Context: an optimization exercise on an open-source flow, tuned for small area, a short achievable clock period and few clock cycles. The choices shown serve that exercise and are no tape-out recipe.
At most, simulation tests tie the RTL to the original design; equivalence was not proved.
Power figures rest on the tool's default switching activity, not on a simulated workload.

==> flow/design.v <==
`default_nettype none
package elx_pkg;
  localparam logic [1:0] RUN_NONE  = 2'd0;
  localparam logic [1:0] RUN_NUM   = 2'd1;
  localparam logic [1:0] RUN_LOWER = 2'd2;
  localparam logic [1:0] RUN_UPPER = 2'd3;
  localparam logic [3:0] TK_LPAREN   = 4'd0;
  localparam logic [3:0] TK_RPAREN   = 4'd1;
  localparam logic [3:0] TK_MUL      = 4'd2;
  localparam logic [3:0] TK_DIV      = 4'd3;
  localparam logic [3:0] TK_ADD      = 4'd4;
  localparam logic [3:0] TK_SUB      = 4'd5;
  localparam logic [3:0] TK_MOD      = 4'd6;
  localparam logic [3:0] TK_ASSIGN   = 4'd7;
  localparam logic [3:0] TK_NUMBER   = 4'd8;
  localparam logic [3:0] TK_PRINT    = 4'd9;
  localparam logic [3:0] TK_READ     = 4'd10;
  localparam logic [3:0] TK_VARIABLE = 4'd11;
  localparam logic [3:0] TK_FUNCTION = 4'd12;
  localparam logic [3:0] TK_ERROR    = 4'd13;
  localparam logic [7:0] CH_SPACE  = 8'h20;
  localparam logic [7:0] CH_NL     = 8'h0A;
  localparam logic [7:0] CH_LPAREN = 8'h28;
  localparam logic [7:0] CH_RPAREN = 8'h29;
  localparam logic [7:0] CH_STAR   = 8'h2A;
  localparam logic [7:0] CH_SLASH  = 8'h2F;
  localparam logic [7:0] CH_PLUS   = 8'h2B;
  localparam logic [7:0] CH_MINUS  = 8'h2D;
  localparam logic [7:0] CH_PCT    = 8'h25;
  localparam logic [7:0] CH_EQ     = 8'h3D;
  localparam logic [39:0] KW_PRINT = 40'h74_6E69_7270;
  localparam logic [31:0] KW_READ  = 32'h6461_6572;
  localparam logic [30:0] VALUE_MAX = '1;
  localparam logic [30:0] SAT_EDGE  = 31'd214748364;
endpackage
`default_nettype wire
`default_nettype none
module expression_lexer_core #(
  parameter int MAX_NAME_CHARS = 8,
  parameter int LINE_BITS      = 16
) (
  input  logic        clk,
  input  logic        rst_n,
  input  logic        in_valid,
  output logic        in_stall,
  input  logic [7:0]  in_char_code,
  input  logic        in_end_of_source,
  output logic        out_valid,
  input  logic        out_stall,
  output logic [3:0]  out_token_kind,
  output logic [30:0] out_number_value,
  output logic [63:0] out_name_chars,
  output logic [3:0]  out_name_length,
  output logic        out_name_truncated,
  output logic        out_number_overflow,
  output logic [15:0] out_line_number,
  output logic        out_last_of_run
);
  localparam logic [1:0] RUN_NONE  = elx_pkg::RUN_NONE;
  localparam logic [1:0] RUN_NUM   = elx_pkg::RUN_NUM;
  localparam logic [1:0] RUN_LOWER = elx_pkg::RUN_LOWER;
  localparam logic [1:0] RUN_UPPER = elx_pkg::RUN_UPPER;
  function automatic logic [1:0] byte_class(input logic [7:0] c);
    if (c >= 8'h30 && c <= 8'h39)      byte_class = RUN_NUM;
    else if (c >= 8'h61 && c <= 8'h7A) byte_class = RUN_LOWER;
    else if (c >= 8'h41 && c <= 8'h5A) byte_class = RUN_UPPER;
    else                               byte_class = RUN_NONE;
  endfunction
  function automatic logic [3:0] sym_kind(input logic [7:0] c);
    case (c)
      elx_pkg::CH_LPAREN: sym_kind = elx_pkg::TK_LPAREN;
      elx_pkg::CH_RPAREN: sym_kind = elx_pkg::TK_RPAREN;
      elx_pkg::CH_STAR:   sym_kind = elx_pkg::TK_MUL;
      elx_pkg::CH_SLASH:  sym_kind = elx_pkg::TK_DIV;
      elx_pkg::CH_PLUS:   sym_kind = elx_pkg::TK_ADD;
      elx_pkg::CH_MINUS:  sym_kind = elx_pkg::TK_SUB;
      elx_pkg::CH_PCT:    sym_kind = elx_pkg::TK_MOD;
      elx_pkg::CH_EQ:     sym_kind = elx_pkg::TK_ASSIGN;
      default:            sym_kind = elx_pkg::TK_ERROR;
    endcase
  endfunction
  localparam int IBW = 13;
  logic           ib_v0_r, ib_v1_r;
  logic [IBW-1:0] ib_d0_r, ib_d1_r;
  logic [IBW-1:0] in_word;
  logic [1:0]     in_cls;
  logic           accept;
  logic           pop;
  assign in_stall = ib_v1_r;
  assign accept   = in_valid & ~ib_v1_r;
  assign in_cls   = byte_class(in_char_code);
  assign in_word  = {in_char_code == elx_pkg::CH_NL, in_cls == RUN_UPPER, in_cls == RUN_LOWER,
                     in_cls == RUN_NUM, in_end_of_source, in_char_code};
  always_ff @(posedge clk) begin
    if (!rst_n) begin
      ib_v0_r <= 1'b0;
      ib_v1_r <= 1'b0;
    end else if (pop) begin
      ib_v0_r <= ib_v1_r | accept;
      ib_v1_r <= ib_v1_r & accept;
    end else begin
      ib_v0_r <= ib_v0_r | accept;
      ib_v1_r <= ib_v1_r | (ib_v0_r & accept);
    end
  end
  always_ff @(posedge clk) begin
    if (pop) begin
      ib_d0_r <= ib_v1_r ? ib_d1_r : in_word;
    end else if (!ib_v0_r) begin
      ib_d0_r <= in_word;
    end
    if ((pop ? ib_v1_r : ib_v0_r) && accept) begin
      ib_d1_r <= in_word;
    end
  end
  logic [1:0]  mode_r;       
  logic        fin_r;        
  logic [63:0] x_r;          
  logic [3:0]  len_r;        
  logic        flag_r;       
  logic [15:0] line_r;       
  logic        pend_r;       
  logic        sl_v_r;       
  logic [3:0]  sl_k_r;
  logic        o_v_r;        
  logic [3:0]  o_kind_r;
  logic        o_last_r;
  logic        o_num_r;      
  logic [7:0]  o_lane_r;     
  logic [7:0] b;
  logic       eos;
  logic [1:0] cls;
  logic       cont, flush_a, sym, newrun;
  logic       o_free, split, close, wait_sl, bs, sel_r;
  logic       is_num, is_low, is_up, is_nl, is_run;
  assign b         = ib_d0_r[7:0];
  assign eos       = ib_d0_r[8];
  assign is_num    = ib_d0_r[9];
  assign is_low    = ib_d0_r[10];
  assign is_up     = ib_d0_r[11];
  assign is_nl     = ib_d0_r[12];
  assign is_run    = is_num | is_low | is_up;
  assign cls       = {is_low | is_up, is_num | is_up};
  assign cont      = (is_num & (mode_r == RUN_NUM)) | (is_low & (mode_r == RUN_LOWER))
                   | (is_up & (mode_r == RUN_UPPER));
  assign flush_a   = ~cont && (mode_r != RUN_NONE);
  assign sym       = ~is_run && (b != elx_pkg::CH_SPACE) && ~is_nl;
  assign newrun    = is_run && ~cont;
  assign o_free  = ~o_v_r | ~out_stall;
  assign split   = ib_v0_r & flush_a & newrun;
  assign close   = fin_r | split;
  assign wait_sl = sl_v_r & newrun & eos;
  assign bs      = o_free & ib_v0_r & ~close & ~wait_sl;
  assign pop     = bs;
  assign sel_r   = fin_r | (ib_v0_r & flush_a);
  logic        sat;
  logic [30:0] acc10;
  assign sat   = (x_r[30:0] > elx_pkg::SAT_EDGE)
              || (x_r[30:0] == elx_pkg::SAT_EDGE && b[3:0] > 4'd7);
  assign acc10 = {x_r[27:0], 3'b000} + {x_r[29:0], 1'b0} + {27'd0, b[3:0]};
  always_ff @(posedge clk) begin
    for (int i = 1; i < 8; i++) begin
      if (len_r == 4'(i)) x_r[8*i +: 8] <= b;
    end
    if (bs) begin
      if (newrun) begin
        flag_r <= 1'b0;
        if (is_num) begin
          x_r[30:0] <= {27'd0, b[3:0]};
          len_r     <= 4'd0;
        end else begin
          x_r[7:0] <= b;
          len_r    <= 4'd1;
        end
      end else if (cont) begin
        if (mode_r == RUN_NUM) begin
          x_r[30:0] <= sat ? elx_pkg::VALUE_MAX : acc10;
          flag_r    <= flag_r | sat;
        end else if (len_r[3]) begin
          flag_r <= 1'b1;
        end else begin
          len_r <= len_r + 4'd1;
        end
      end
    end
  end
  always_ff @(posedge clk) begin
    if (!rst_n) begin
      mode_r <= RUN_NONE;
      fin_r  <= 1'b0;
    end else if (o_free) begin
      if (close) begin
        mode_r <= RUN_NONE;
        fin_r  <= 1'b0;
      end else if (bs) begin
        if (cont) begin
          fin_r <= eos;
        end else begin
          mode_r <= eos ? RUN_NONE : cls;
        end
      end
    end
  end
  logic       kw_print, kw_read, r_name;
  logic [3:0] r_kind;
  logic [7:0] r_lane;
  assign kw_print = (len_r == 4'd5) && (x_r[39:0] == elx_pkg::KW_PRINT) && !flag_r;
  assign kw_read  = (len_r == 4'd4) && (x_r[31:0] == elx_pkg::KW_READ) && !flag_r;
  assign r_name   = mode_r[1] && !(mode_r == RUN_LOWER && (kw_print || kw_read));
  always_comb begin
    case (mode_r)
      RUN_NUM:   r_kind = elx_pkg::TK_NUMBER;
      RUN_UPPER: r_kind = elx_pkg::TK_FUNCTION;
      default:   r_kind = kw_print ? elx_pkg::TK_PRINT
                        : kw_read  ? elx_pkg::TK_READ : elx_pkg::TK_VARIABLE;
    endcase
    for (int i = 0; i < 8; i++) r_lane[i] = r_name && (len_r > 4'(i));
  end
  logic [3:0] b_kind;
  always_comb begin
    case (cls)
      RUN_NUM:   b_kind = elx_pkg::TK_NUMBER;
      RUN_LOWER: b_kind = elx_pkg::TK_VARIABLE;
      RUN_UPPER: b_kind = elx_pkg::TK_FUNCTION;
      default:   b_kind = sym_kind(b);
    endcase
  end
  always_ff @(posedge clk) begin
    if (!rst_n) begin
      o_v_r  <= 1'b0;
      sl_v_r <= 1'b0;
      line_r <= 16'd1;
      pend_r <= 1'b0;
    end else if (o_free) begin
      o_v_r  <= close | sl_v_r | (bs & (flush_a | sym | (newrun & eos)));
      sl_v_r <= bs & sym & (sl_v_r | flush_a);
      if (line_r != 16'hFFFF) line_r <= line_r + 16'(pend_r);
      pend_r <= bs & is_nl;
    end
  end
  always_ff @(posedge clk) begin
    if (o_free) begin
      sl_k_r <= sym_kind(b);
      if (sel_r) begin
        o_kind_r <= r_kind;
        o_last_r <= fin_r | ~(sym | (newrun & eos));
        o_num_r  <= (mode_r == RUN_NUM);
        o_lane_r <= r_lane;
      end else if (sl_v_r) begin
        o_kind_r <= sl_k_r;
        o_last_r <= 1'b1;
        o_num_r  <= 1'b0;
        o_lane_r <= 8'd0;
      end else begin
        o_kind_r <= b_kind;
        o_last_r <= 1'b1;
        o_num_r  <= (cls == RUN_NUM);
        o_lane_r <= {7'd0, cls[1]};
      end
    end
  end
  always_comb begin
    for (int i = 0; i < 8; i++) out_name_chars[8*i +: 8] = x_r[8*i +: 8] & {8{o_lane_r[i]}};
  end
  assign out_valid           = o_v_r;
  assign out_token_kind      = o_kind_r;
  assign out_number_value    = x_r[30:0] & {31{o_num_r}};
  assign out_name_length     = len_r & {4{o_lane_r[0]}};
  assign out_name_truncated  = flag_r & o_lane_r[0];
  assign out_number_overflow = flag_r & o_num_r;
  assign out_line_number     = line_r;
  assign out_last_of_run     = o_last_r;
endmodule
`default_nettype wire
export LEC_CHECK = 0
export ABC_AREA = 1
export CAP_MARGIN = 20
export CORE_MARGIN = 2
export CORE_UTILIZATION = 40
export CTS_BUF_LIST = sky130_fd_sc_hd__clkbuf_8
export SETUP_SLACK_MARGIN = 4.2
export SLEW_MARGIN = 20
create_clock -name core_clock -period 7.0 [get_ports {clk}]
standard.sh (not shown) runs the stock make flow with config.mk's settings and CLKGATE_MAP_FILE= SYNTH_SCRIPT=/design/flow/synth_recipe.tcl, a recipe that flattens the netlist after the stock synthesis.
==> flow/flow/run.sh <==
#!/bin/bash
# Standard synthesis unchanged, then the standard layout with every port
# buffered by a buf_2 (instead of the delay buffer buffer_ports picks).
set -euo pipefail
bash standard.sh synth > synth.log 2>&1
bash standard.sh "BUFFER_PORTS_ARGS=-buffer_cell sky130_fd_sc_hd__buf_2" finish > layout.log 2>&1
Testbench counts at the start, summed over its fixed seeds: cycles 24,069.
Then changed:
--- a/flow/design.v
+++ b/flow/design.v
@@ -78,20 +78,17 @@
       elx_pkg::CH_EQ:     sym_kind = elx_pkg::TK_ASSIGN;
       default:            sym_kind = elx_pkg::TK_ERROR;
     endcase
   endfunction
-  localparam int IBW = 13;
+  localparam int IBW = 9;
   logic           ib_v0_r, ib_v1_r;
   logic [IBW-1:0] ib_d0_r, ib_d1_r;
   logic [IBW-1:0] in_word;
-  logic [1:0]     in_cls;
   logic           accept;
   logic           pop;
   assign in_stall = ib_v1_r;
   assign accept   = in_valid & ~ib_v1_r;
-  assign in_cls   = byte_class(in_char_code);
-  assign in_word  = {in_char_code == elx_pkg::CH_NL, in_cls == RUN_UPPER, in_cls == RUN_LOWER,
-                     in_cls == RUN_NUM, in_end_of_source, in_char_code};
+  assign in_word  = {in_end_of_source, in_char_code};
   always_ff @(posedge clk) begin
     if (!rst_n) begin
       ib_v0_r <= 1'b0;
       ib_v1_r <= 1'b0;
@@ -108,9 +105,9 @@
       ib_d0_r <= ib_v1_r ? ib_d1_r : in_word;
     end else if (!ib_v0_r) begin
       ib_d0_r <= in_word;
     end
-    if ((pop ? ib_v1_r : ib_v0_r) && accept) begin
+    if (!ib_v1_r) begin
       ib_d1_r <= in_word;
     end
   end
   logic [1:0]  mode_r;       
@@ -134,12 +131,12 @@
   logic       o_free, split, close, wait_sl, bs, sel_r;
   logic       is_num, is_low, is_up, is_nl, is_run;
   assign b         = ib_d0_r[7:0];
   assign eos       = ib_d0_r[8];
-  assign is_num    = ib_d0_r[9];
-  assign is_low    = ib_d0_r[10];
-  assign is_up     = ib_d0_r[11];
-  assign is_nl     = ib_d0_r[12];
+  assign is_num    = byte_class(b) == RUN_NUM;
+  assign is_low    = byte_class(b) == RUN_LOWER;
+  assign is_up     = byte_class(b) == RUN_UPPER;
+  assign is_nl     = b == elx_pkg::CH_NL;
   assign is_run    = is_num | is_low | is_up;
   assign cls       = {is_low | is_up, is_num | is_up};
   assign cont      = (is_num & (mode_r == RUN_NUM)) | (is_low & (mode_r == RUN_LOWER))
                    | (is_up & (mode_r == RUN_UPPER));
Outcome: Die area is lower by 7.6%. Global-route usage went up by 2.1 points. Design area is lower by 0.31%. Sequential share of layout area goes down by 2.7 points. Cell count falls by 9.2%. Combinational power grows by 20%. Via count drops by 3.3%. Power rose by 12%. Sequential power goes down by about 6%. Core utilization climbs by 4.5 points. Setup slack is worse by 97 ps. Wire length rose by 1.9%.
The RTL of the second run of this note was laid out without a check of its function.

[port drivers added, routing unchanged]
How much do the figures lean on ideal ports? The routed layouts below were timed once more, with nothing changed but the port constraints. Step 1, drivers: a clkbuf_16 drives clk and a buf_2 each remaining input, both assumed. Step 2 also shifts input and output timing later by t, the mid clock arrival at the registers, as if the neighbouring blocks saw the same clock. Three values: ideal ports, drivers, drivers and shift; two values: the first two.
run	shift t [ns]	setup WS [ns]	worst hold slack (ns)	worst register clock-pin slew, ns	pins driven straight from the clock port
the first run	0.496	4.246 / 4.205 / 3.946	0.476 / 0.476 / 0.476	0.09 / 0.09	1
the second run	0.487	4.149 / 4.109 / 3.905	0.472 / 0.472 / 0.472	0.08 / 0.08	1
After both steps every run listed still meets setup and hold. For the first run, which loses most, drivers alone change the setup slack by -0.041 ns; drivers and shift together by -0.300 ns.
